What follows belongs to an exercise in optimizing a design on an open flow for a short achievable clock period and few clock cycles per item; a production flow would make more cautious choices. Where RTL was checked, it was by simulation tests only, not by an equivalence proof against the original. Only the layout flow was run in run 2; the RTL was not checked for function there.

==> design.v <==
`default_nettype none
package exec_pkg;
    typedef logic [32-1:0]      word_t;     
    typedef logic [2*32-1:0]    dword_t;    
    typedef logic [4-1:0] rob_tag_t;  
    typedef logic [2-1:0]      fu_sel_t;   
    typedef logic [3-1:0]      op_t;       
    localparam fu_sel_t FU_ALU = 2'd1;
    localparam fu_sel_t FU_MUL = 2'd2;
    localparam fu_sel_t FU_DIV = 2'd3;
    localparam op_t OP_ADD  = 3'd0;  
    localparam op_t OP_SUB  = 3'd1;
    localparam op_t OP_BEQ  = 3'd2;
    localparam op_t OP_BNE  = 3'd3;
    localparam op_t OP_BLT  = 3'd4;
    localparam op_t OP_BGE  = 3'd5;
    localparam op_t OP_MULH = 3'd1;  
    localparam op_t OP_REM  = 3'd1;  
    typedef enum logic [1:0] {IDLE, BUSY, DONE} seq_state_e;  
    typedef struct packed {rob_tag_t tag; fu_sel_t fu; op_t op; word_t vj; word_t vk;} issue_s;
    typedef struct packed {rob_tag_t tag; op_t op; word_t vj; word_t vk;} fu_req_s;
    typedef struct packed {rob_tag_t tag; word_t value; logic taken;} fu_res_s;
    typedef struct packed {
        logic     valid;
        rob_tag_t tag;
        word_t    value;
        logic     taken;  
    } cdb_s;
endpackage
`default_nettype wire
`default_nettype none
module fu_dispatch (
    input  logic        clk_i,
    input  logic        reset_i,
    input  logic        issue_valid_i,
    input  logic [1:0]  issue_fu_i,
    input  logic [3:0]  issue_tag_i,
    output logic        issue_ready_o,
    input  logic        div_triv_i,   
    input  logic        unit_done_i,  
    output logic        alu_acc_o,
    output logic        mul_acc_o,
    output logic        div_acc_o,
    output logic        div_start_o,  
    output logic        v_q_o,        
    output logic [3:0]  tag_q_o
);
    logic busy_q, dv_q, accept;
    assign div_start_o   = dv_q & ~div_triv_i;
    assign issue_ready_o = ~busy_q & ~div_start_o;
    assign accept        = issue_valid_i & issue_ready_o;
    assign alu_acc_o     = accept & ~issue_fu_i[1];
    assign mul_acc_o     = accept & (issue_fu_i == 2'd2);
    assign div_acc_o     = accept & (issue_fu_i == 2'd3);
    always_ff @(posedge clk_i or posedge reset_i) begin
        if (reset_i) begin
            busy_q <= 1'b0;
            dv_q   <= 1'b0;
        end else begin
            busy_q <= mul_acc_o | div_start_o | (busy_q & ~unit_done_i);
            dv_q   <= div_acc_o;
        end
    end
    always_ff @(posedge clk_i) begin
        v_q_o       <= alu_acc_o | unit_done_i;
    end
    always_ff @(posedge clk_i) begin
        if (issue_ready_o) tag_q_o <= issue_tag_i;  
    end
endmodule
`default_nettype wire
`default_nettype none
module ks_adder #(
    parameter int W = 32
) (
    input  logic [W-1:0] a_i,
    input  logic [W-1:0] b_i,
    input  logic         cin_i,
    output logic [W-1:0] sum_o,
    output logic         cout_o
);
    localparam int LV = (W < 2) ? 1 : (W < 4) ? 2 : (W < 8) ? 3 : (W < 16) ? 4 :
                        (W < 32) ? 5 : (W < 64) ? 6 : 7;  
    logic [LV:0][W:0] g, p;
    always_comb begin
        g[0][0] = cin_i;
        p[0][0] = 1'b0;
        for (int i = 0; i < W; i++) begin
            g[0][i+1] = a_i[i] & b_i[i];
            p[0][i+1] = a_i[i] ^ b_i[i];
        end
        for (int l = 0; l < LV; l++) begin
            for (int i = 0; i <= W; i++) begin
                if (i >= (1 << l)) begin
                    g[l+1][i] = g[l][i] | (p[l][i] & g[l][i - (1 << l)]);
                    p[l+1][i] = p[l][i] & p[l][i - (1 << l)];
                end else begin
                    g[l+1][i] = g[l][i];
                    p[l+1][i] = p[l][i];
                end
            end
        end
        for (int i = 0; i < W; i++) sum_o[i] = p[0][i+1] ^ g[LV][i];
        cout_o = g[LV][W];
    end
endmodule
module ks_adder2 #(
    parameter int W = 32
) (
    input  logic [W-1:0] a_i,
    input  logic [W-1:0] b_i,
    output logic [W-1:0] sum0_o,  
    output logic [W-1:0] sum1_o,  
    output logic         cout0_o,
    output logic         cout1_o
);
    localparam int LV = (W < 2) ? 1 : (W < 4) ? 2 : (W < 8) ? 3 : (W < 16) ? 4 :
                        (W < 32) ? 5 : (W < 64) ? 6 : 7;  
    logic [LV:0][W-1:0] g, p;
    logic [W-1:0]       x;
    always_comb begin
        for (int i = 0; i < W; i++) begin
            g[0][i] = a_i[i] & b_i[i];
            p[0][i] = a_i[i] ^ b_i[i];
        end
        x = p[0];
        for (int l = 0; l < LV; l++) begin
            for (int i = 0; i < W; i++) begin
                if (i >= (1 << l)) begin
                    g[l+1][i] = g[l][i] | (p[l][i] & g[l][i - (1 << l)]);
                    p[l+1][i] = p[l][i] & p[l][i - (1 << l)];
                end else begin
                    g[l+1][i] = g[l][i];
                    p[l+1][i] = p[l][i];
                end
            end
        end
        sum0_o[0] = x[0];
        sum1_o[0] = ~x[0];
        for (int i = 1; i < W; i++) begin
            sum0_o[i] = x[i] ^ g[LV][i-1];
            sum1_o[i] = x[i] ^ (g[LV][i-1] | p[LV][i-1]);
        end
        cout0_o = g[LV][W-1];
        cout1_o = g[LV][W-1] | p[LV][W-1];
    end
endmodule
module alu_unit (
    input  logic        clk_i,
    input  logic        alu_acc_i,   
    input  logic        div_acc_i,   
    input  logic [2:0]  op_i,
    input  logic [31:0] a_i,
    input  logic [31:0] b_i,
    input  logic        mul_i,       
    input  logic [15:0] mul_lo_i,
    input  logic [15:0] mul_hi0_i,
    input  logic [15:0] mul_hi1_i,
    input  logic        mul_c_i,
    output logic [15:0] lo_q_o,      
    output logic [15:0] hi0_q_o,     
    output logic [15:0] hi1_q_o,     
    output logic        sel0_q_o,    
    output logic        sel1_q_o,    
    output logic        taken_o,     
    output logic        triv_o       
);
    logic [16:0] s_lo, d_lo, s_h0, s_h1, d_h0, d_h1;
    ks_adder #(.W(16)) add_lo (.a_i(a_i[15:0]),  .b_i(b_i[15:0]),   .cin_i(1'b0), .sum_o(s_lo[15:0]), .cout_o(s_lo[16]));
    ks_adder #(.W(16)) sub_lo (.a_i(a_i[15:0]),  .b_i(~b_i[15:0]),  .cin_i(1'b1), .sum_o(d_lo[15:0]), .cout_o(d_lo[16]));
    ks_adder2 #(.W(16)) add_h (.a_i(a_i[31:16]), .b_i(b_i[31:16]), .sum0_o(s_h0[15:0]), .sum1_o(s_h1[15:0]),
                               .cout0_o(s_h0[16]), .cout1_o(s_h1[16]));
    ks_adder2 #(.W(16)) sub_h (.a_i(a_i[31:16]), .b_i(~b_i[31:16]), .sum0_o(d_h0[15:0]), .sum1_o(d_h1[15:0]),
                               .cout0_o(d_h0[16]), .cout1_o(d_h1[16]));
    logic eq, zs, bzero, sa, sb;
    logic lt0, lt1;    
    logic arith, is_sub;
    assign eq     = (a_i == b_i);
    assign zs     = &((a_i ^ b_i) ~^ {a_i[30:0] | b_i[30:0], 1'b0});  
    assign bzero  = (b_i == '0);
    assign sa     = a_i[31];
    assign sb     = b_i[31];
    assign lt0    = sa ^ ~sb ^ d_h0[16];
    assign lt1    = sa ^ ~sb ^ d_h1[16];
    assign arith  = (op_i[2:1] == 2'b00);
    assign is_sub = op_i[0];
    function automatic logic take(input logic [2:0] op, input logic e, input logic l);
        case (op)
            3'd2:    take = e;
            3'd3:    take = ~e;
            3'd4:    take = l;
            3'd5:    take = ~l;
            default: take = 1'b0;
        endcase
    endfunction
    function automatic logic maglt(input logic s_a, input logic s_b, input logic l,
                                   input logic e, input logic s31, input logic z);
        case ({s_a, s_b})
            2'b00:   maglt = l;
            2'b11:   maglt = ~l & ~e;
            2'b01:   maglt = s31;
            default: maglt = ~s31 & ~z;
        endcase
    endfunction
    logic       c_lo;
    logic [3:0] tv_d;  
    assign c_lo = is_sub ? d_lo[16] : s_lo[16];
    always_comb begin
        for (int k = 0; k < 4; k++) begin
            tv_d[k] = div_acc_i & (bzero | maglt(sa, sb, k[1] ? lt1 : lt0, eq,
                                                 k[0] ? s_h1[15] : s_h0[15], zs));
        end
    end
    logic       cd_q, cs_q, t0_q, t1_q;
    logic [3:0] tv_q;  
    always_ff @(posedge clk_i) begin
        lo_q_o     <= mul_i ? mul_lo_i : (alu_acc_i & arith) ? (is_sub ? d_lo[15:0] : s_lo[15:0]) : '0;
        hi0_q_o    <= mul_i ? mul_hi0_i : (is_sub ? d_h0[15:0] : s_h0[15:0]);
        hi1_q_o    <= mul_i ? mul_hi1_i : (is_sub ? d_h1[15:0] : s_h1[15:0]);
        sel0_q_o   <= alu_acc_i & arith & ~c_lo | mul_i & ~mul_c_i;
        sel1_q_o   <= alu_acc_i & arith & c_lo | mul_i & mul_c_i;
        t0_q       <= alu_acc_i & take(op_i, eq, lt0);
        t1_q       <= alu_acc_i & take(op_i, eq, lt1);
        for (int k = 0; k < 4; k++) tv_q[k] <= tv_d[k] & (k[1] == d_lo[16]) & (k[0] == s_lo[16]);
        cd_q       <= d_lo[16];
        cs_q       <= s_lo[16];
    end
    assign taken_o = cd_q ? t1_q : t0_q;
    assign triv_o  = |tv_q;
endmodule
`default_nettype wire
`default_nettype none
module booth_mult (
    input  logic        clk_i,
    input  logic [31:0] a_i,     
    input  logic [31:0] b_i,     
    output logic [15:0] lo_o,    
    output logic [15:0] hi0_o,   
    output logic [15:0] hi1_o,   
    output logic        c_o,     
    output logic [63:0] prod_o   
);
    function automatic logic [127:0] c42(input logic [63:0] x1, input logic [63:0] x2,
                                         input logic [63:0] x3, input logic [63:0] x4);
        logic [63:0] t, u, co, ci, s1, s, c;
        t  = x1 ^ x2;
        u  = x3 ^ x4;
        for (int j = 0; j < 64; j++) co[j] = t[j] ? x3[j] : x1[j];
        ci = {co[62:0], 1'b0};
        s1 = t ^ u;
        s  = s1 ^ ci;
        for (int j = 0; j < 64; j++) c[j] = s1[j] ? ci[j] : x4[j];
        c42 = {c[62:0], 1'b0, s};
    endfunction
    function automatic logic [127:0] c32(input logic [63:0] x1, input logic [63:0] x2,
                                         input logic [63:0] x3);
        logic [63:0] t, s, c;
        t = x1 ^ x2;
        s = t ^ x3;
        for (int j = 0; j < 64; j++) c[j] = t[j] ? x3[j] : x1[j];
        c32 = {c[62:0], 1'b0, s};
    endfunction
    logic [32:0]       bx;  
    logic [63:0]       ae, mag, nb;
    logic [15:0]       neg, one, two;
    logic [16:0][63:0] pp;
    logic [8:0][63:0]  la;
    logic [4:0][63:0]  lb;
    assign bx = {b_i, 1'b0};
    assign ae = {{32{a_i[31]}}, a_i};
    always_comb begin
        nb = '0;
        for (int i = 0; i < 16; i++) begin
            neg[i] = bx[2*i+2] & ~(bx[2*i+1] & bx[2*i]);
            one[i] = bx[2*i+1] ^ bx[2*i];
            two[i] = (bx[2*i+2] & ~bx[2*i+1] & ~bx[2*i]) | (~bx[2*i+2] & bx[2*i+1] & bx[2*i]);
            mag    = one[i] ? ae : (two[i] ? (ae << 1) : '0);
            pp[i]  = (neg[i] ? ~mag : mag) << (2 * i);
            nb[2*i] = neg[i];
        end
        pp[16] = nb;  
        for (int g = 0; g < 4; g++)
            {la[2*g+1], la[2*g]} = c42(pp[4*g], pp[4*g+1], pp[4*g+2], pp[4*g+3]);
        la[8] = pp[16];
        for (int g = 0; g < 2; g++)
            {lb[2*g+1], lb[2*g]} = c42(la[4*g], la[4*g+1], la[4*g+2], la[4*g+3]);
        lb[4] = la[8];
    end
    logic [4:0][63:0] r1_q;
    always_ff @(posedge clk_i) r1_q <= lb;
    logic [2:0][63:0] lc;
    logic [1:0][63:0] l6;
    always_comb begin
        {lc[1], lc[0]} = c32(r1_q[0], r1_q[1], r1_q[2]);
        lc[2] = r1_q[3];
        {l6[1], l6[0]} = c42(lc[0], lc[1], lc[2], r1_q[4]);
    end
    logic [16:0] s_lo, s_h0, s_h1;
    ks_adder #(.W(16)) add_lo (.a_i(l6[0][15:0]),  .b_i(l6[1][15:0]),  .cin_i(1'b0), .sum_o(s_lo[15:0]), .cout_o(s_lo[16]));
    ks_adder2 #(.W(16)) add_h (.a_i(l6[0][31:16]), .b_i(l6[1][31:16]), .sum0_o(s_h0[15:0]), .sum1_o(s_h1[15:0]),
                               .cout0_o(s_h0[16]), .cout1_o(s_h1[16]));
    assign lo_o  = s_lo[15:0];
    assign hi0_o = s_h0[15:0];
    assign hi1_o = s_h1[15:0];
    assign c_o   = s_lo[16];
    logic [1:0][63:0] r2_q;
    always_ff @(posedge clk_i) r2_q <= l6;
    logic unused_c;
    ks_adder #(.W(64)) cpa (.a_i(r2_q[0]), .b_i(r2_q[1]), .cin_i(1'b0), .sum_o(prod_o), .cout_o(unused_c));
endmodule
`default_nettype wire
`default_nettype none
module lzc32 (
    input  logic [31:0] x_i,
    output logic [4:0]  n_o
);
    logic [15:0]      v1;  
    logic [15:0][0:0] n1;  
    logic [7:0]       v2;
    logic [7:0][1:0]  n2;
    logic [3:0]       v3;
    logic [3:0][2:0]  n3;
    logic [1:0]       v4;
    logic [1:0][3:0]  n4;
    always_comb begin
        for (int i = 0; i < 16; i++) begin
            v1[i] = x_i[2*i+1] | x_i[2*i];
            n1[i] = ~x_i[2*i+1];
        end
        for (int i = 0; i < 8; i++) begin
            v2[i] = v1[2*i+1] | v1[2*i];
            n2[i] = v1[2*i+1] ? {1'b0, n1[2*i+1]} : {1'b1, n1[2*i]};
        end
        for (int i = 0; i < 4; i++) begin
            v3[i] = v2[2*i+1] | v2[2*i];
            n3[i] = v2[2*i+1] ? {1'b0, n2[2*i+1]} : {1'b1, n2[2*i]};
        end
        for (int i = 0; i < 2; i++) begin
            v4[i] = v3[2*i+1] | v3[2*i];
            n4[i] = v3[2*i+1] ? {1'b0, n3[2*i+1]} : {1'b1, n3[2*i]};
        end
        n_o = v4[1] ? {1'b0, n4[1]} : {1'b1, n4[0]};
    end
endmodule
module nrd_div (
    input  logic        clk_i,
    input  logic        reset_i,
    input  logic [2:0]  op_i,      
    input  logic [31:0] a_i,       
    input  logic [31:0] b_i,       
    input  logic        start_i,   
    output logic [31:0] triv_val_o,  
    output logic        done_o,    
    output logic [31:0] q_o,       
    output logic [31:0] qm_o,
    output logic [31:0] r_o,
    output logic [31:0] rm_o,
    output logic        sel_q_o,   
    output logic        sel_qm_o,  
    output logic        sel_r_o,
    output logic        sel_rm_o
);
    logic        sa, sb, rem, bzero;
    logic [31:0] ma, mb;
    assign sa    = a_i[31];
    assign sb    = b_i[31];
    assign rem   = (op_i == 3'd1);
    assign bzero = (b_i == '0);
    logic [31:0] na, nb, ac, bc, sma;
    logic [4:0]  lza, lzb;
    logic        unused_c0, unused_c1, forma;
    ks_adder #(.W(32)) neg_a (.a_i(~a_i), .b_i('0), .cin_i(1'b1), .sum_o(na), .cout_o(unused_c0));
    ks_adder #(.W(32)) neg_b (.a_i(~b_i), .b_i('0), .cin_i(1'b1), .sum_o(nb), .cout_o(unused_c1));
    assign ma = sa ? na : a_i;
    assign mb = sb ? nb : b_i;
    assign ac = a_i ^ {32{sa}};
    assign bc = b_i ^ {32{sb}};
    lzc32 lz_a (.x_i(ac), .n_o(lza));
    lzc32 lz_b (.x_i(bc), .n_o(lzb));
    always_comb begin
        sma[31] = ac[31];
        for (int i = 30; i >= 0; i--) sma[i] = sma[i+1] | ac[i];
    end
    assign forma = sa & (ac == sma);
    assign triv_val_o = rem ? a_i : {32{bzero}};  
    logic [31:0] ma_q, mb_q;
    logic [5:0]  nbits;   
    logic [3:0]  nsteps;  
    logic [5:0]  nbits_q;
    logic        negq1_q, negr1_q, rem1_q;
    logic run_q;
    always_ff @(posedge clk_i) begin
        if (!run_q && !start_i) mb_q <= mb;  
    end
    always_ff @(posedge clk_i) begin
        ma_q    <= ma;
        nbits_q  <= nbits;
        negq1_q <= sa ^ sb;
        negr1_q <= sa;
        rem1_q  <= rem;
    end
    assign nbits = {1'b0, lzb} + ~{1'b0, lza} + 6'd2 + {5'd0, forma};  
    always_comb begin
        nsteps = 4'd11;  
        for (int n = 32; n >= 1; n--) if (nbits_q == 6'(n)) nsteps = 4'((n + 2) / 3);
    end
    logic [64:0] al;  
    always_comb begin
        al = {ma_q, 33'd0};
        if (nsteps[0]) al = al >> 3;
        if (nsteps[1]) al = al >> 6;
        if (nsteps[2]) al = al >> 12;
        if (nsteps[3]) al = al >> 24;
    end
    logic [33:0] m1, m2, m3, m4, m5, m6, m7;
    logic [2:0]  umc;
    assign m1 = {2'b00, mb_q};
    assign m2 = {1'b0, mb_q, 1'b0};
    assign m4 = {mb_q, 2'b00};
    ks_adder #(.W(34)) mul3 (.a_i(m1), .b_i(m2), .cin_i(1'b0), .sum_o(m3), .cout_o(umc[0]));
    ks_adder #(.W(34)) mul5 (.a_i(m1), .b_i(m4), .cin_i(1'b0), .sum_o(m5), .cout_o(umc[1]));
    ks_adder #(.W(34)) mul7 (.a_i({mb_q, 2'b00} << 1), .b_i(~m1), .cin_i(1'b1), .sum_o(m7), .cout_o(umc[2]));
    assign m6 = {m3[32:0], 1'b0};
    logic        last;
    logic [3:0]  cnt_q;
    logic [32:0] z_q;
    logic [31:0] q_q, qm_q, r_q;  
    logic [7:1][33:0] dn_q;  
    logic        negq_q, negr_q, rem_q;
    always_ff @(posedge clk_i or posedge reset_i) begin
        if (reset_i) begin
            run_q <= 1'b0;
        end else begin
            run_q <= start_i | (run_q & ~last);
        end
    end
    assign last   = run_q & (cnt_q == 4'd1);
    assign done_o = last;
    logic [34:0]      r8;
    logic [7:0][35:0] t;     
    logic [7:0][35:0] u;     
    logic [7:0]       c;     
    logic [7:0]       h;     
    logic [7:0]       uc;
    logic [2:0]       dig, digm;  
    logic [31:0]      rn, rmn;
    assign r8   = {r_q, z_q[32:30]};
    assign t[0] = run_q ? {1'b0, r8} : {4'd0, al[64:33]};  
    for (genvar k = 1; k < 8; k++) begin : g_sub
        ks_adder2 #(.W(36)) sub (.a_i({1'b0, r8}), .b_i({2'b11, dn_q[k]}), .sum0_o(u[k]), .sum1_o(t[k]),
                                 .cout0_o(uc[k]), .cout1_o());
    end
    ks_adder #(.W(36)) dec0 (.a_i({1'b0, r8}), .b_i('1), .cin_i(1'b0), .sum_o(u[0]), .cout_o(uc[0]));
    always_comb begin
        c[0] = 1'b1;
        for (int k = 1; k < 8; k++) c[k] = ~t[k][35] & run_q;  
        for (int k = 0; k < 7; k++) h[k] = c[k] & ~c[k+1];
        h[7] = c[7];
        dig  = {h[4] | h[5] | h[6] | h[7], h[2] | h[3] | h[6] | h[7], h[1] | h[3] | h[5] | h[7]};
        digm = {h[5] | h[6] | h[7], h[3] | h[4] | h[7], h[2] | h[4] | h[6]};
        rn  = c[4] ? (c[6] ? (c[7] ? t[7][31:0] : t[6][31:0]) : (c[5] ? t[5][31:0] : t[4][31:0]))
                   : (c[2] ? (c[3] ? t[3][31:0] : t[2][31:0]) : (c[1] ? t[1][31:0] : t[0][31:0]));
        rmn = c[4] ? (c[6] ? (c[7] ? u[7][31:0] : u[6][31:0]) : (c[5] ? u[5][31:0] : u[4][31:0]))
                   : (c[2] ? (c[3] ? u[3][31:0] : u[2][31:0]) : (c[1] ? u[1][31:0] : u[0][31:0]));
    end
    logic [31:0] qn, qmn;
    assign qn  = {q_q[28:0], dig};
    assign qmn = c[1] ? {q_q[28:0], digm} : {qm_q[28:0], 3'b111};
    always_ff @(posedge clk_i) begin
        if (!run_q) begin
            cnt_q  <= nsteps;
            z_q    <= al[32:0];   
            negq_q <= negq1_q;
            negr_q <= negr1_q;
            rem_q  <= rem1_q;
        end else begin
            cnt_q <= cnt_q - 4'd1;
            z_q   <= {z_q[29:0], 3'b000};
        end
    end
    always_ff @(posedge clk_i) begin
        r_q  <= rn;
        q_q  <= qn & {32{run_q}};
        qm_q <= qmn | {32{~run_q}};
    end
    always_ff @(posedge clk_i) dn_q <= ~{m7, m6, m5, m4, m3, m2, m1};
    always_ff @(posedge clk_i) begin
        q_o      <= qn;
        qm_o     <= qmn;
        r_o      <= rn;
        rm_o     <= rmn;
        sel_q_o  <= last & ~rem_q & ~negq_q;
        sel_qm_o <= last & ~rem_q & negq_q;
        sel_r_o  <= last & rem_q & ~negr_q;
        sel_rm_o <= last & rem_q & negr_q;
    end
endmodule
`default_nettype wire
`default_nettype none
module cdb_arbiter (
    input  logic [15:0] lo_i,
    input  logic [15:0] hi0_i,
    input  logic [15:0] hi1_i,
    input  logic        sel0_i,
    input  logic        sel1_i,
    input  logic [31:0] res_i,
    input  logic [31:0] q_i,
    input  logic [31:0] qm_i,
    input  logic [31:0] r_i,
    input  logic [31:0] rm_i,
    input  logic        sel_q_i,
    input  logic        sel_qm_i,
    input  logic        sel_r_i,
    input  logic        sel_rm_i,
    output logic [31:0] value_o
);
    logic [31:0] dv;  
    assign dv = ({32{sel_q_i}} & q_i) | ({32{sel_qm_i}} & ~qm_i)
              | ({32{sel_r_i}} & r_i) | ({32{sel_rm_i}} & ~rm_i);
    assign value_o[15:0]  = lo_i | res_i[15:0] | dv[15:0];
    assign value_o[31:16] = ({16{sel0_i}} & hi0_i) | ({16{sel1_i}} & hi1_i) | res_i[31:16] | dv[31:16];
endmodule
`default_nettype wire
`default_nettype none
module exec_core (
    input  logic             clk_i,
    input  logic             reset_i,
    input  logic             issue_valid_i,
    input  exec_pkg::issue_s issue_i,
    output logic             issue_ready_o,
    output exec_pkg::cdb_s   cdb_o
);
    logic alu_acc, mul_acc, div_acc, div_start, div_triv, unit_done;
    logic v_q;
    fu_dispatch dispatch_inst (
        .clk_i(clk_i), .reset_i(reset_i),
        .issue_valid_i(issue_valid_i), .issue_fu_i(issue_i.fu), .issue_tag_i(issue_i.tag),
        .issue_ready_o(issue_ready_o), .div_triv_i(div_triv), .unit_done_i(unit_done), 
        .alu_acc_o(alu_acc), .mul_acc_o(mul_acc), .div_acc_o(div_acc), .div_start_o(div_start),
        .v_q_o(v_q), .tag_q_o(cdb_o.tag)
    );
    logic [15:0] alu_lo, alu_hi0, alu_hi1;
    logic [15:0] mul_lo, mul_hi0, mul_hi1;
    logic        mul_c, mlo_done;
    logic        sel0, sel1;
    alu_unit alu_inst (
        .clk_i(clk_i), .alu_acc_i(alu_acc), .div_acc_i(div_acc),
        .op_i(issue_i.op), .a_i(issue_i.vj), .b_i(issue_i.vk),
        .mul_i(mlo_done), .mul_lo_i(mul_lo), .mul_hi0_i(mul_hi0), .mul_hi1_i(mul_hi1), .mul_c_i(mul_c),
        .lo_q_o(alu_lo), .hi0_q_o(alu_hi0), .hi1_q_o(alu_hi1),
        .sel0_q_o(sel0), .sel1_q_o(sel1),
        .taken_o(cdb_o.taken), .triv_o(div_triv)
    );
    logic [63:0] prod;
    logic        m1_q, m2_q;  
    logic        mhi1_q;
    booth_mult mul_inst (
        .clk_i(clk_i), .a_i(issue_i.vj), .b_i(issue_i.vk),
        .lo_o(mul_lo), .hi0_o(mul_hi0), .hi1_o(mul_hi1), .c_o(mul_c), .prod_o(prod)
    );
    assign mlo_done = m1_q & ~mhi1_q;
    always_ff @(posedge clk_i or posedge reset_i) begin
        if (reset_i) begin
            m1_q <= 1'b0;
            m2_q <= 1'b0;
        end else begin
            m1_q <= mul_acc;
            m2_q <= m1_q & mhi1_q;
        end
    end
    always_ff @(posedge clk_i) begin
        mhi1_q <= (issue_i.op == 3'd1);  
    end
    logic        div_done, dsel_q, dsel_qm, dsel_r, dsel_rm;
    logic [31:0] div_triv_val, dq, dqm, dr, drm;
    nrd_div div_inst (
        .clk_i(clk_i), .reset_i(reset_i), .op_i(issue_i.op), .a_i(issue_i.vj), .b_i(issue_i.vk),
        .start_i(div_start), .triv_val_o(div_triv_val), .done_o(div_done),
        .q_o(dq), .qm_o(dqm), .r_o(dr), .rm_o(drm),
        .sel_q_o(dsel_q), .sel_qm_o(dsel_qm), .sel_r_o(dsel_r), .sel_rm_o(dsel_rm)
    );
    logic [31:0] res_q;
    assign unit_done = mlo_done | m2_q | div_done;
    always_ff @(posedge clk_i) begin
        if (m2_q)         res_q <= prod[63:32];
        else if (div_acc) res_q <= div_triv_val;
        else              res_q <= '0;  
    end
    cdb_arbiter arb_inst (
        .lo_i(alu_lo), .hi0_i(alu_hi0), .hi1_i(alu_hi1),
        .sel0_i(sel0), .sel1_i(sel1),
        .res_i(res_q),
        .q_i(dq), .qm_i(dqm), .r_i(dr), .rm_i(drm),
        .sel_q_i(dsel_q), .sel_qm_i(dsel_qm), .sel_r_i(dsel_r), .sel_rm_i(dsel_rm), .value_o(cdb_o.value)
    );
    assign cdb_o.valid = (v_q | div_triv) & ~reset_i;  
endmodule
`default_nettype wire
`default_nettype none
module exec_top (
    input  logic        clk_i,
    input  logic        reset_i,
    input  logic        issue_valid_i,
    input  logic [3:0]  issue_tag_i,
    input  logic [1:0]  issue_fu_i,
    input  logic [2:0]  issue_op_i,
    input  logic [31:0] issue_vj_i,
    input  logic [31:0] issue_vk_i,
    output logic        issue_ready_o,
    output logic        cdb_valid_o,
    output logic [3:0]  cdb_tag_o,
    output logic [31:0] cdb_value_o,
    output logic        cdb_taken_o
);
    exec_pkg::issue_s issue;
    exec_pkg::cdb_s   cdb;
    assign issue.tag = issue_tag_i;
    assign issue.fu  = issue_fu_i;
    assign issue.op  = issue_op_i;
    assign issue.vj  = issue_vj_i;
    assign issue.vk  = issue_vk_i;
    exec_core core_inst (
        .clk_i(clk_i), .reset_i(reset_i),
        .issue_valid_i(issue_valid_i), .issue_i(issue), .issue_ready_o(issue_ready_o),
        .cdb_o(cdb)
    );
    assign cdb_valid_o = cdb.valid;
    assign cdb_tag_o   = cdb.tag;
    assign cdb_value_o = cdb.value;
    assign cdb_taken_o = cdb.taken;
endmodule
`default_nettype wire
==> run.sh <==
#!/bin/bash
# synth_recipe.tcl (not shown) runs the flow's synth.tcl, then flattens the netlist and writes it again
# the make line also repeats each setting of config.mk as NAME=value (left out here)
make -C /OpenROAD-flow-scripts/flow DESIGN_CONFIG=/design/flow/config.mk WORK_HOME=/design/flow/orfs CLKGATE_MAP_FILE= SYNTH_SCRIPT=/design/flow/synth_recipe.tcl finish
==> config.mk <==
export PLATFORM = sky130hd
export DESIGN_NAME = exec_top
export DESIGN_NICKNAME = exec_top
export VERILOG_FILES = /design/flow/design.v
export SDC_FILE = /design/flow/constraint.sdc
export NUM_CORES = 4
export LEC_CHECK = 0
export ABC_CLOCK_PERIOD_IN_PS = 2000
export CAP_MARGIN = 20
export CORE_MARGIN = 2
export CORE_UTILIZATION = 40
export PLACE_DENSITY = 0.66
export SETUP_SLACK_MARGIN = 3.2
export SLEW_MARGIN = 20
==> constraint.sdc <==
create_clock -name core_clock -period 5.5 [get_ports {clk_i}]
set_input_delay 1.1000 -clock core_clock [delete_from_list [all_inputs] [get_ports {clk_i}]]
set_output_delay 1.1000 -clock core_clock [all_outputs]
set_load 0.01 [all_outputs]
==> metrics.cfg, run 1 <==
[final_layout]
drive_above_1_share_pct = 41.2
multiInputGateArea_um2 = 87500
fillCellCount = 17300
regArea_um2 = 17700
final_nets = 13800
areaGrowthSynthToFinish_pct = 51.9

[global_route]
grt_pass1_wl_um = 645000
antenna_found_initial = 50
grt_max_degree = 53
grtUsageMet2_pct = 57.5
grt_usage_pct = 37.6
use_met3_pct = 9.90
grt_pass1_vias = 96100
gr-usage-met1_pct = 42.9
grt-ovfl-total = 0
busiest_layer = met2

[logic_synthesis]
netlist_top_cells_area = dfxtp_1 (18%), xnor2_1 (16%), ha_1 (8.6%), nand2_1 (5.7%), xor2_1 (5.3%)
synthesis.area_um2 = 89900
synth_cell_types = 116
yosysWarningCount = 13
synth_seq_cells = 850
synth.most_common_cell = xnor2_1
yosysTopAreaCellShare_pct = 18.0
synth_common_cells = xnor2_1 (1,635), nand2_1 (1,369), a21oi_1 (832)
synth_top_area_cell = dfxtp_1
synth_ff_type = dfxtp_1
synth_edf_count = 39
syn-mean-instance-area_um2 = 7.66
yosysSeqAreaShare_pct = 19.4
synth_fp_nets = 12400
ys_async_sr_fraction_pct = 0.588
syn_inst = 11700

[floorplanning]
dieArea_um2 = 229000
initial_core_util_pct = 40.1
io-pin-count = 115
rows = 174
core_um2 = 224000
die-width_um = 478
dieHeight_um = 478

[detailed_routing]
vias_per_cell = 6.40
drc_errors = 0
wl_per_cell_um = 29.9
vias = 104000
drt_iter0_drc = 13200
wl_um = 484000
ant_nets = 0
drt_first_pass_iters = 10

[cts]
ctsHoldBuffers = 0
cts.sinks = 850
clock_tree.root_cell = clkbuf_16
cts.htree.levels = 3
cts_buffers = 103
tritoncts = yes
clk_path_buf_depth = 3
insertion_delay_ns = 0.83
path_clk_slew_ns = 0.06

[setup_path]
cp.required_ns = 6.25
crit_chain = buf_8 > buf_8 > inv_8 > ha_4 > buf_12 > buf_12 > buf_4 > o21ai_1 > nand2_4 > xor2_1 > xnor2_1 > xnor2_2 > xnor2_1 > xor2_1 > buf_4 > xnor2_2 > xnor2_1 > xnor2_1
worst_ep_arrival_time_ns = 4.69
critPathSlowestCell = o21ai_1
cp.buffers_inverters = 7
max_stage_delay_ns = 0.61
worstSetupStartpointType = input pin
crit_path_frequent_cell = xnor2_1
cp_top_family = XOR/XNOR gates
crit_fanout = 8
end_kind = flip-flop
setup.worst_path.class = input pin to flip-flop

[placed_design]
place.gp.congestion = 1.06
dpl.hpwl_um = 306000
portBuffers = 114

[flow_run]
drv_cap = 0

[status]
status = timing/DRC/antenna clean

[sta]
slew_viol_final = 0
holdWs_ns = 0.349
rsz0062_at_grt = yes
tightest_slew_ns = 1.17
hold_viol_final = 0
slew_headroom_pct = 21.2
setup-tns-final_ns = 0
fin_crit_sh_pct = 71.6
setup_viol = 0
finalWorstPathRequiredPeriod_ns = 3.94
fmax_mhz = 254
skew_ns = 0.0852

[hold_path]
hold_path_class = flip-flop to flip-flop

[timing repair]
action	in CTS	in global routing
setup endpoints to repair	635	600
cloned	83	17
buffers inserted	1054	401
resized for setup	3064	1263
pin swaps	1298	948
[metrics by stage]
stage | instance area, µm² | std cells | setup slack (ns) | utilization, %
6_report | 137000 | 16200 | 1.56 | 61.0
5_1_grt | 136000 | 16200 | 1.57 | 60.9
4_1_cts | 126000 | 15800 | 1.88 | 56.4
3_5_place_dp | 99200 | 14400 | 0.316 | 44.3
3_3_place_gp | 99200 | 14400 | 0.272 | 44.3
2_1_floorplan | 96700 | 11700 | 1.48 | -
[sequential cells by signal, summed over array words and instances (netlist names), 16 cells and up]
name,cells
core_inst.div_inst.r_q,32
core_inst.div_inst.ma_q,32
core_inst.div_inst.q_o,32
core_inst.div_inst.rm_o,32
core_inst.div_inst.qm_o,32
core_inst.div_inst.mb_q,32
core_inst.div_inst.z_q,33
core_inst.div_inst.dn_q,129
core_inst.mul_inst.r2_q,122
core_inst.mul_inst.r1_q,197
core_inst.alu_inst.hi1_q_o,16
core_inst.alu_inst.lo_q_o,16
core_inst.alu_inst.hi0_q_o,16
core_inst.div_inst.q_q,29
core_inst.div_inst.qm_q,29
core_inst.res_q,32
[cell usage in the layout, fill, tap and decap left out, drive strengths merged, types with 104 or more instances in the layout]
| master | count |
|---|---|
| a31oi | 114 |
| nand2 | 1387 |
| a21o | 233 |
| xnor2 | 1671 |
| o21ai | 800 |
| nor2 | 776 |
| nor3 | 166 |
| a22oi | 159 |
| mux2i | 136 |
| and2 | 105 |
| buf | 1979 |
| maj3 | 326 |
| nand3 | 209 |
| a211oi | 117 |
| inv | 373 |
| o21bai | 105 |
| dfxtp | 806 |
| a21oi | 837 |
| o211ai | 104 |
| ha | 621 |
| xor2 | 551 |
| clkbuf | 143 |
[final cells by class]
type,instances,share of cell area [%]
multi-input combinational,9703,64.1
inverter,407,1.41
antenna,39,0.0715
clock buffer,127,2.06
timing repair buffer,2027,16.0
clock inverter,69,0.711
tap,2992,2.74
sequential,850,12.9
[cell families after synthesis]
logic type                 after synthesis  share of synthesized area, %
buffers and inverters                 1195                          5.38
adders and majority gates              958                          12.6
AOI/OAI and AO/OA                     3120                          21.9
and+or+nand+nor                       3187                          16.0
muxes                                  172                          1.97
xor gates and xnor gates              2248                          22.7
DFF                                    850                          19.4
[routing by layer]
| metal | vias to the layer above | part of all wire (%) | wire (µm) |
|---|---|---|---|
| met5 | - | 0.089 | 433 |
| met4 | 32 | 12 | 59900 |
| met3 | 3178 | 12 | 59400 |
| met2 | 7857 | 42 | 202000 |
| met1 | 48800 | 34 | 162000 |
| li1 | 43800 | - | - |
[final timing paths]
kind | from | end | slack (ns) | depth (start not counted)
max in group asynchronous | reset_i | core_inst.div_inst.run_q | 4.70 | 2
hold reg to reg | core_inst.div_inst.q_q[28] | core_inst.div_inst.q_o[31] | 0.35 | 0
setup reg to reg | core_inst.div_inst.z_q[30] | core_inst.div_inst.rm_o[18] | 1.70 | 19
min in group asynchronous | reset_i | core_inst.dispatch_inst.dv_q | 0.60 | 2
setup / recovery | issue_vk_i[10] | core_inst.mul_inst.r1_q[39] | 1.56 | 18
hold / removal | core_inst.div_inst.q_q[28] | core_inst.div_inst.q_o[31] | 0.35 | 0
Testbench counts, summed over its fixed seeds: cycles 3,566, items 2,400.
==> inputs of run 2 (changes only) <==
--- a/design.v
+++ b/design.v
@@ -153,9 +153,4 @@
     input  logic [31:0] a_i,
     input  logic [31:0] b_i,
-    input  logic        mul_i,       
-    input  logic [15:0] mul_lo_i,
-    input  logic [15:0] mul_hi0_i,
-    input  logic [15:0] mul_hi1_i,
-    input  logic        mul_c_i,
     output logic [15:0] lo_q_o,      
     output logic [15:0] hi0_q_o,     
@@ -215,9 +210,9 @@
     logic [3:0] tv_q;  
     always_ff @(posedge clk_i) begin
-        lo_q_o     <= mul_i ? mul_lo_i : (alu_acc_i & arith) ? (is_sub ? d_lo[15:0] : s_lo[15:0]) : '0;
-        hi0_q_o    <= mul_i ? mul_hi0_i : (is_sub ? d_h0[15:0] : s_h0[15:0]);
-        hi1_q_o    <= mul_i ? mul_hi1_i : (is_sub ? d_h1[15:0] : s_h1[15:0]);
-        sel0_q_o   <= alu_acc_i & arith & ~c_lo | mul_i & ~mul_c_i;
-        sel1_q_o   <= alu_acc_i & arith & c_lo | mul_i & mul_c_i;
+        lo_q_o     <= (alu_acc_i & arith) ? (is_sub ? d_lo[15:0] : s_lo[15:0]) : '0;
+        hi0_q_o    <= is_sub ? d_h0[15:0] : s_h0[15:0];
+        hi1_q_o    <= is_sub ? d_h1[15:0] : s_h1[15:0];
+        sel0_q_o   <= alu_acc_i & arith & ~c_lo;
+        sel1_q_o   <= alu_acc_i & arith & c_lo;
         t0_q       <= alu_acc_i & take(op_i, eq, lt0);
         t1_q       <= alu_acc_i & take(op_i, eq, lt1);
@@ -235,8 +230,4 @@
     input  logic [31:0] a_i,     
     input  logic [31:0] b_i,     
-    output logic [15:0] lo_o,    
-    output logic [15:0] hi0_o,   
-    output logic [15:0] hi1_o,   
-    output logic        c_o,     
     output logic [63:0] prod_o   
 );
@@ -267,4 +258,5 @@
     logic [8:0][63:0]  la;
     logic [4:0][63:0]  lb;
+    logic [2:0][63:0]  lc;
     assign bx = {b_i, 1'b0};
     assign ae = {{32{a_i[31]}}, a_i};
@@ -283,29 +275,48 @@
             {la[2*g+1], la[2*g]} = c42(pp[4*g], pp[4*g+1], pp[4*g+2], pp[4*g+3]);
         la[8] = pp[16];
-        for (int g = 0; g < 2; g++)
-            {lb[2*g+1], lb[2*g]} = c42(la[4*g], la[4*g+1], la[4*g+2], la[4*g+3]);
-        lb[4] = la[8];
     end
-    logic [4:0][63:0] r1_q;
-    always_ff @(posedge clk_i) r1_q <= lb;
-    logic [2:0][63:0] lc;
+    logic [8:0][63:0] r1_q;
+    always_ff @(posedge clk_i) r1_q <= la;
     logic [1:0][63:0] l6;
+    logic [63:0]      g0, p0, g1, p1, g2, p2;
     always_comb begin
-        {lc[1], lc[0]} = c32(r1_q[0], r1_q[1], r1_q[2]);
-        lc[2] = r1_q[3];
-        {l6[1], l6[0]} = c42(lc[0], lc[1], lc[2], r1_q[4]);
-    end
-    logic [16:0] s_lo, s_h0, s_h1;
-    ks_adder #(.W(16)) add_lo (.a_i(l6[0][15:0]),  .b_i(l6[1][15:0]),  .cin_i(1'b0), .sum_o(s_lo[15:0]), .cout_o(s_lo[16]));
-    ks_adder2 #(.W(16)) add_h (.a_i(l6[0][31:16]), .b_i(l6[1][31:16]), .sum0_o(s_h0[15:0]), .sum1_o(s_h1[15:0]),
-                               .cout0_o(s_h0[16]), .cout1_o(s_h1[16]));
-    assign lo_o  = s_lo[15:0];
-    assign hi0_o = s_h0[15:0];
-    assign hi1_o = s_h1[15:0];
-    assign c_o   = s_lo[16];
-    logic [1:0][63:0] r2_q;
-    always_ff @(posedge clk_i) r2_q <= l6;
-    logic unused_c;
-    ks_adder #(.W(64)) cpa (.a_i(r2_q[0]), .b_i(r2_q[1]), .cin_i(1'b0), .sum_o(prod_o), .cout_o(unused_c));
+        for (int g = 0; g < 2; g++)
+            {lb[2*g+1], lb[2*g]} = c42(r1_q[4*g], r1_q[4*g+1], r1_q[4*g+2], r1_q[4*g+3]);
+        lb[4] = r1_q[8];
+        {lc[1], lc[0]} = c32(lb[0], lb[1], lb[2]);
+        lc[2] = lb[3];
+        {l6[1], l6[0]} = c42(lc[0], lc[1], lc[2], lb[4]);
+        g0 = l6[0] & l6[1];
+        p0 = l6[0] ^ l6[1];
+        for (int i = 0; i < 64; i++) begin
+            g1[i] = (i >= 1) ? g0[i] | (p0[i] & g0[i-1]) : g0[i];
+            p1[i] = (i >= 1) ? p0[i] & p0[i-1] : p0[i];
+            g2[i] = (i >= 2) ? g1[i] | (p1[i] & g1[i-2]) : g1[i];
+            p2[i] = (i >= 2) ? p1[i] & p1[i-2] : p1[i];
+        end
+    end
+    logic [63:0] x_q, g2_q, p2_q;
+    always_ff @(posedge clk_i) begin
+        x_q  <= p0;  
+        g2_q <= g2;  
+        p2_q <= p2;
+    end
+    logic [4:0][63:0] gg, pq;
+    always_comb begin
+        gg[0] = g2_q;
+        pq[0] = p2_q;
+        for (int l = 0; l < 4; l++) begin
+            for (int i = 0; i < 64; i++) begin
+                if (i >= (4 << l)) begin
+                    gg[l+1][i] = gg[l][i] | (pq[l][i] & gg[l][i - (4 << l)]);
+                    pq[l+1][i] = pq[l][i] & pq[l][i - (4 << l)];
+                end else begin
+                    gg[l+1][i] = gg[l][i];
+                    pq[l+1][i] = pq[l][i];
+                end
+            end
+        end
+        prod_o = x_q ^ {gg[4][62:0], 1'b0};
+    end
 endmodule
 `default_nettype wire
@@ -385,7 +396,6 @@
     assign triv_val_o = rem ? a_i : {32{bzero}};  
     logic [31:0] ma_q, mb_q;
-    logic [5:0]  nbits;   
-    logic [3:0]  nsteps;  
-    logic [5:0]  nbits_q;
+    logic [4:0]  lzb_q;
+    logic [5:0]  ka_q;  
     logic        negq1_q, negr1_q, rem1_q;
     logic run_q;
@@ -395,36 +405,33 @@
     always_ff @(posedge clk_i) begin
         ma_q    <= ma;
-        nbits_q  <= nbits;
+        ka_q    <= ~{1'b0, lza} + 6'd2 + {5'd0, forma};
+        lzb_q   <= lzb;
         negq1_q <= sa ^ sb;
         negr1_q <= sa;
         rem1_q  <= rem;
     end
-    assign nbits = {1'b0, lzb} + ~{1'b0, lza} + 6'd2 + {5'd0, forma};  
-    always_comb begin
-        nsteps = 4'd11;  
-        for (int n = 32; n >= 1; n--) if (nbits_q == 6'(n)) nsteps = 4'((n + 2) / 3);
-    end
-    logic [64:0] al;  
+    logic [5:0]  nbits;   
+    logic [4:0]  nsteps;  
+    logic [63:0] al;      
+    assign nbits = {1'b0, lzb_q} + ka_q;
     always_comb begin
-        al = {ma_q, 33'd0};
-        if (nsteps[0]) al = al >> 3;
-        if (nsteps[1]) al = al >> 6;
-        if (nsteps[2]) al = al >> 12;
-        if (nsteps[3]) al = al >> 24;
-    end
-    logic [33:0] m1, m2, m3, m4, m5, m6, m7;
-    logic [2:0]  umc;
-    assign m1 = {2'b00, mb_q};
-    assign m2 = {1'b0, mb_q, 1'b0};
-    assign m4 = {mb_q, 2'b00};
-    ks_adder #(.W(34)) mul3 (.a_i(m1), .b_i(m2), .cin_i(1'b0), .sum_o(m3), .cout_o(umc[0]));
-    ks_adder #(.W(34)) mul5 (.a_i(m1), .b_i(m4), .cin_i(1'b0), .sum_o(m5), .cout_o(umc[1]));
-    ks_adder #(.W(34)) mul7 (.a_i({mb_q, 2'b00} << 1), .b_i(~m1), .cin_i(1'b1), .sum_o(m7), .cout_o(umc[2]));
-    assign m6 = {m3[32:0], 1'b0};
+        nsteps = 5'((nbits + 6'd1) >> 1);
+        if (nbits > 6'd32) nsteps = 5'd16;  
+        al = {ma_q, 32'd0};
+        if (nbits[0]) al = al >> 2;  
+        if (nbits[1]) al = al >> 2;
+        if (nbits[2]) al = al >> 4;
+        if (nbits[3]) al = al >> 8;
+        if (nbits[4]) al = al >> 16;
+        if (nbits[5]) al = al >> 32;
+    end
+    logic [33:0]      m3;
+    logic             umc;
+    logic [3:1][33:0] dn_q;  
+    ks_adder #(.W(34)) mul3 (.a_i({2'b00, mb_q}), .b_i({1'b0, mb_q, 1'b0}), .cin_i(1'b0), .sum_o(m3), .cout_o(umc));
+    always_ff @(posedge clk_i) dn_q <= ~{m3, {1'b0, mb_q, 1'b0}, {2'b00, mb_q}};
     logic        last;
-    logic [3:0]  cnt_q;
-    logic [32:0] z_q;
-    logic [31:0] q_q, qm_q, r_q;  
-    logic [7:1][33:0] dn_q;  
+    logic [4:0]  cnt_q;
+    logic [31:0] z_q, q_q, qm_q, r_q;  
     logic        negq_q, negr_q, rem_q;
     always_ff @(posedge clk_i or posedge reset_i) begin
@@ -435,55 +442,50 @@
         end
     end
-    assign last   = run_q & (cnt_q == 4'd1);
+    assign last   = run_q & (cnt_q == 5'd1);
     assign done_o = last;
-    logic [34:0]      r8;
-    logic [7:0][35:0] t;     
-    logic [7:0][35:0] u;     
-    logic [7:0]       c;     
-    logic [7:0]       h;     
-    logic [7:0]       uc;
-    logic [2:0]       dig, digm;  
+    logic [33:0]      r4;
+    logic [3:0][34:0] t;     
+    logic [3:0][34:0] u;     
+    logic [3:0]       c;     
+    logic [3:0]       uc;
+    logic [1:0]       dig, digm;  
     logic [31:0]      rn, rmn;
-    assign r8   = {r_q, z_q[32:30]};
-    assign t[0] = run_q ? {1'b0, r8} : {4'd0, al[64:33]};  
-    for (genvar k = 1; k < 8; k++) begin : g_sub
-        ks_adder2 #(.W(36)) sub (.a_i({1'b0, r8}), .b_i({2'b11, dn_q[k]}), .sum0_o(u[k]), .sum1_o(t[k]),
+    assign r4   = {r_q, z_q[31:30]};
+    assign t[0] = {1'b0, r4};
+    for (genvar k = 1; k < 4; k++) begin : g_sub
+        ks_adder2 #(.W(35)) sub (.a_i({1'b0, r4}), .b_i({1'b1, dn_q[k]}), .sum0_o(u[k]), .sum1_o(t[k]),
                                  .cout0_o(uc[k]), .cout1_o());
     end
-    ks_adder #(.W(36)) dec0 (.a_i({1'b0, r8}), .b_i('1), .cin_i(1'b0), .sum_o(u[0]), .cout_o(uc[0]));
+    ks_adder #(.W(35)) dec0 (.a_i({1'b0, r4}), .b_i('1), .cin_i(1'b0), .sum_o(u[0]), .cout_o(uc[0]));
     always_comb begin
         c[0] = 1'b1;
-        for (int k = 1; k < 8; k++) c[k] = ~t[k][35] & run_q;  
-        for (int k = 0; k < 7; k++) h[k] = c[k] & ~c[k+1];
-        h[7] = c[7];
-        dig  = {h[4] | h[5] | h[6] | h[7], h[2] | h[3] | h[6] | h[7], h[1] | h[3] | h[5] | h[7]};
-        digm = {h[5] | h[6] | h[7], h[3] | h[4] | h[7], h[2] | h[4] | h[6]};
-        rn  = c[4] ? (c[6] ? (c[7] ? t[7][31:0] : t[6][31:0]) : (c[5] ? t[5][31:0] : t[4][31:0]))
-                   : (c[2] ? (c[3] ? t[3][31:0] : t[2][31:0]) : (c[1] ? t[1][31:0] : t[0][31:0]));
-        rmn = c[4] ? (c[6] ? (c[7] ? u[7][31:0] : u[6][31:0]) : (c[5] ? u[5][31:0] : u[4][31:0]))
-                   : (c[2] ? (c[3] ? u[3][31:0] : u[2][31:0]) : (c[1] ? u[1][31:0] : u[0][31:0]));
+        for (int k = 1; k < 4; k++) c[k] = ~t[k][34];
+        dig  = {c[2], c[3] | (c[1] & ~c[2])};
+        digm = {c[3], c[2] & ~c[3]};
+        rn  = c[2] ? (c[3] ? t[3][31:0] : t[2][31:0]) : (c[1] ? t[1][31:0] : t[0][31:0]);
+        rmn = c[2] ? (c[3] ? u[3][31:0] : u[2][31:0]) : (c[1] ? u[1][31:0] : u[0][31:0]);
     end
     logic [31:0] qn, qmn;
-    assign qn  = {q_q[28:0], dig};
-    assign qmn = c[1] ? {q_q[28:0], digm} : {qm_q[28:0], 3'b111};
+    assign qn  = {q_q[29:0], dig};
+    assign qmn = c[1] ? {q_q[29:0], digm} : {qm_q[29:0], 2'b11};
     always_ff @(posedge clk_i) begin
         if (!run_q) begin
             cnt_q  <= nsteps;
-            z_q    <= al[32:0];   
+            z_q    <= al[31:0];   
+            r_q    <= al[63:32];  
+            q_q    <= '0;
+            qm_q   <= '1;
             negq_q <= negq1_q;
             negr_q <= negr1_q;
             rem_q  <= rem1_q;
         end else begin
-            cnt_q <= cnt_q - 4'd1;
-            z_q   <= {z_q[29:0], 3'b000};
+            cnt_q <= cnt_q - 5'd1;
+            z_q   <= {z_q[29:0], 2'b00};
+            r_q   <= rn;
+            q_q   <= qn;
+            qm_q  <= qmn;
         end
     end
     always_ff @(posedge clk_i) begin
-        r_q  <= rn;
-        q_q  <= qn & {32{run_q}};
-        qm_q <= qmn | {32{~run_q}};
-    end
-    always_ff @(posedge clk_i) dn_q <= ~{m7, m6, m5, m4, m3, m2, m1};
-    always_ff @(posedge clk_i) begin
         q_o      <= qn;
         qm_o     <= qmn;
@@ -541,11 +543,8 @@
     );
     logic [15:0] alu_lo, alu_hi0, alu_hi1;
-    logic [15:0] mul_lo, mul_hi0, mul_hi1;
-    logic        mul_c, mlo_done;
     logic        sel0, sel1;
     alu_unit alu_inst (
         .clk_i(clk_i), .alu_acc_i(alu_acc), .div_acc_i(div_acc),
         .op_i(issue_i.op), .a_i(issue_i.vj), .b_i(issue_i.vk),
-        .mul_i(mlo_done), .mul_lo_i(mul_lo), .mul_hi0_i(mul_hi0), .mul_hi1_i(mul_hi1), .mul_c_i(mul_c),
         .lo_q_o(alu_lo), .hi0_q_o(alu_hi0), .hi1_q_o(alu_hi1),
         .sel0_q_o(sel0), .sel1_q_o(sel1),
@@ -554,10 +553,8 @@
     logic [63:0] prod;
     logic        m1_q, m2_q;  
-    logic        mhi1_q;
+    logic        mhi1_q, mhi2_q;
     booth_mult mul_inst (
-        .clk_i(clk_i), .a_i(issue_i.vj), .b_i(issue_i.vk),
-        .lo_o(mul_lo), .hi0_o(mul_hi0), .hi1_o(mul_hi1), .c_o(mul_c), .prod_o(prod)
+        .clk_i(clk_i), .a_i(issue_i.vj), .b_i(issue_i.vk), .prod_o(prod)
     );
-    assign mlo_done = m1_q & ~mhi1_q;
     always_ff @(posedge clk_i or posedge reset_i) begin
         if (reset_i) begin
@@ -566,9 +563,10 @@
         end else begin
             m1_q <= mul_acc;
-            m2_q <= m1_q & mhi1_q;
+            m2_q <= m1_q;
         end
     end
     always_ff @(posedge clk_i) begin
         mhi1_q <= (issue_i.op == 3'd1);  
+        mhi2_q <= mhi1_q;
     end
     logic        div_done, dsel_q, dsel_qm, dsel_r, dsel_rm;
@@ -581,7 +579,7 @@
     );
     logic [31:0] res_q;
-    assign unit_done = mlo_done | m2_q | div_done;
+    assign unit_done = m2_q | div_done;
     always_ff @(posedge clk_i) begin
-        if (m2_q)         res_q <= prod[63:32];
+        if (m2_q)         res_q <= mhi2_q ? prod[63:32] : prod[31:0];
         else if (div_acc) res_q <= div_triv_val;
         else              res_q <= '0;  
--- a/config.mk
+++ b/config.mk
@@ -9,6 +9,6 @@
 export CAP_MARGIN = 20
 export CORE_MARGIN = 2
-export CORE_UTILIZATION = 40
-export PLACE_DENSITY = 0.66
+export CORE_UTILIZATION = 60
+export PLACE_DENSITY = 0.75
 export SETUP_SLACK_MARGIN = 3.2
 export SLEW_MARGIN = 20
==> metrics.cfg, run 2 <==
[global_route]
grt_max_degree = 81
grt_pass1_wl_um = 940000
grt_pass1_vias = 120000
grt-ovfl-total = 2856
grt_usage_pct = 91.8

[placed_design]
dpl.hpwl_um = 253000  ; -17%
placed_area_um2 = 90900  ; -8.4%
place.gp.congestion = 1.05  ; -0.16%
portBuffers = 114  ; unchanged

[logic_synthesis]
synth_top_area_cell = dfxtp_1
syn_inst = 10500  ; -11%
netlist_top_cells_area = dfxtp_1 (24%), xnor2_1 (15%), nand2_1 (7.2%), ha_1 (6.8%), xor2_1 (5.6%)
synth_common_cells = nand2_1 (1,556), xnor2_1 (1,412), dfxtp_1 (963)
synth_seq_cells = 1007  ; +18%
yosysTopAreaCellShare_pct = 23.9  ; +6.0 points
synth_cell_types = 111  ; -4.3%
synthesis.area_um2 = 80700  ; -10%
yosysSeqAreaShare_pct = 25.5  ; +6.1 points
synth_fp_nets = 11000  ; -12%
synth_ff_type = dfxtp_1
synth_edf_count = 39  ; unchanged
syn-mean-instance-area_um2 = 7.70  ; +0.46%
ys_async_sr_fraction_pct = 0.497  ; -0.092 points
yosysWarningCount = 12  ; -1
synth.most_common_cell = nand2_1

[status]
status = stopped before the end
stop_stage = global routing
stop_error = [ERROR GRT-0116] Global routing finished with congestion. Check the congestion regions in the DRC Viewer.

[cts]
cts.sinks = 1007  ; +18%
clock_tree.root_cell = clkbuf_16
cts.htree.levels = 3  ; unchanged
cts_buffers = 108  ; +4.9%
clk_path_buf_depth = 3  ; unchanged

[floorplanning]
io-pin-count = 115  ; unchanged
die-width_um = 371  ; -22%
rows = 134  ; -23%
initial_core_util_pct = 60.4  ; +20 points
dieHeight_um = 371  ; -22%

[run 2: cell count changes after synthesis, moves of 116 or more]
cell	previous run	this run
ha_1	621	440
xnor2_1	1635	1412
a21o_1	233	111
a21oi_1	832	635
o21ai_0	753	880
nand2_1	1369	1556
dfxtp_1	806	963
a22oi_1	150	34
[run 2: cell families after synthesis]
kind of cell               synth area share (%)
and+or+nand+nor                            17.0
AOI/OAI and AO/OA                          18.4
xor gates and xnor gates                   21.0
buffers and inverters                      4.92
DFF                                        25.5
adders and majority gates                  9.69
muxes                                      3.47
[run 2: worst min path at each step]
stage	slack, ns	to	cells past startpoint
after CTS	0.36	core_inst.mhi2_q	0
after detailed placement	0.34	core_inst.m2_q	0
after global placement	0.34	core_inst.mhi2_q	0
after floorplan	0.33	core_inst.mhi2_q	0
[run 2: through the flow]
stage | utilization (%) | setup WS (ns) | hold slack [ns] | cells
2_1_floorplan | - | 1.73 | 0.327 | 10500
3_3_place_gp | 68.1 | 0.667 | 0.338 | 11900
3_5_place_dp | 68.1 | 0.640 | 0.336 | 11900
4_1_cts | 89.0 | 1.86 | 0.356 | 13100
[run 2: layer usage]
metal,overflow,GRT usage [%]
met1,190,89.9
met2,1661,102
met3,227,83.7
met4,743,92.2
met5,35,70.2
[run 2: what timing repair did]
action / CTS
setup endpoints to repair: 886
cloned: 83
resized for setup: 3234
buffers inserted: 914
hold buffers: 0
pin swaps: 1326

what the ideal ports hide:
No port has a modelled driver above. Below, the same layout with a new extraction and two added sets of constraints. Step 1, drivers: a clkbuf_16 drives clk_i and a buf_2 each remaining input, both assumed. Step 2, shift: input delay + t, output delay - t, t = (earliest + latest rising clock arrival at the registers) / 2. This alone moves slack from input paths to output paths. Three values: no drivers, after step 1, after step 2; two values: the first two.
run: run 1
t (ns): 0.896
setup WS [ns]: 1.560 / 1.615 / 0.719
hold WS [ns]: 0.349 / 0.349 / 0.349
After both steps setup and hold are still met in run 1. For run 1, drivers alone change the setup slack by +0.055 ns; drivers and shift together by -0.841 ns.
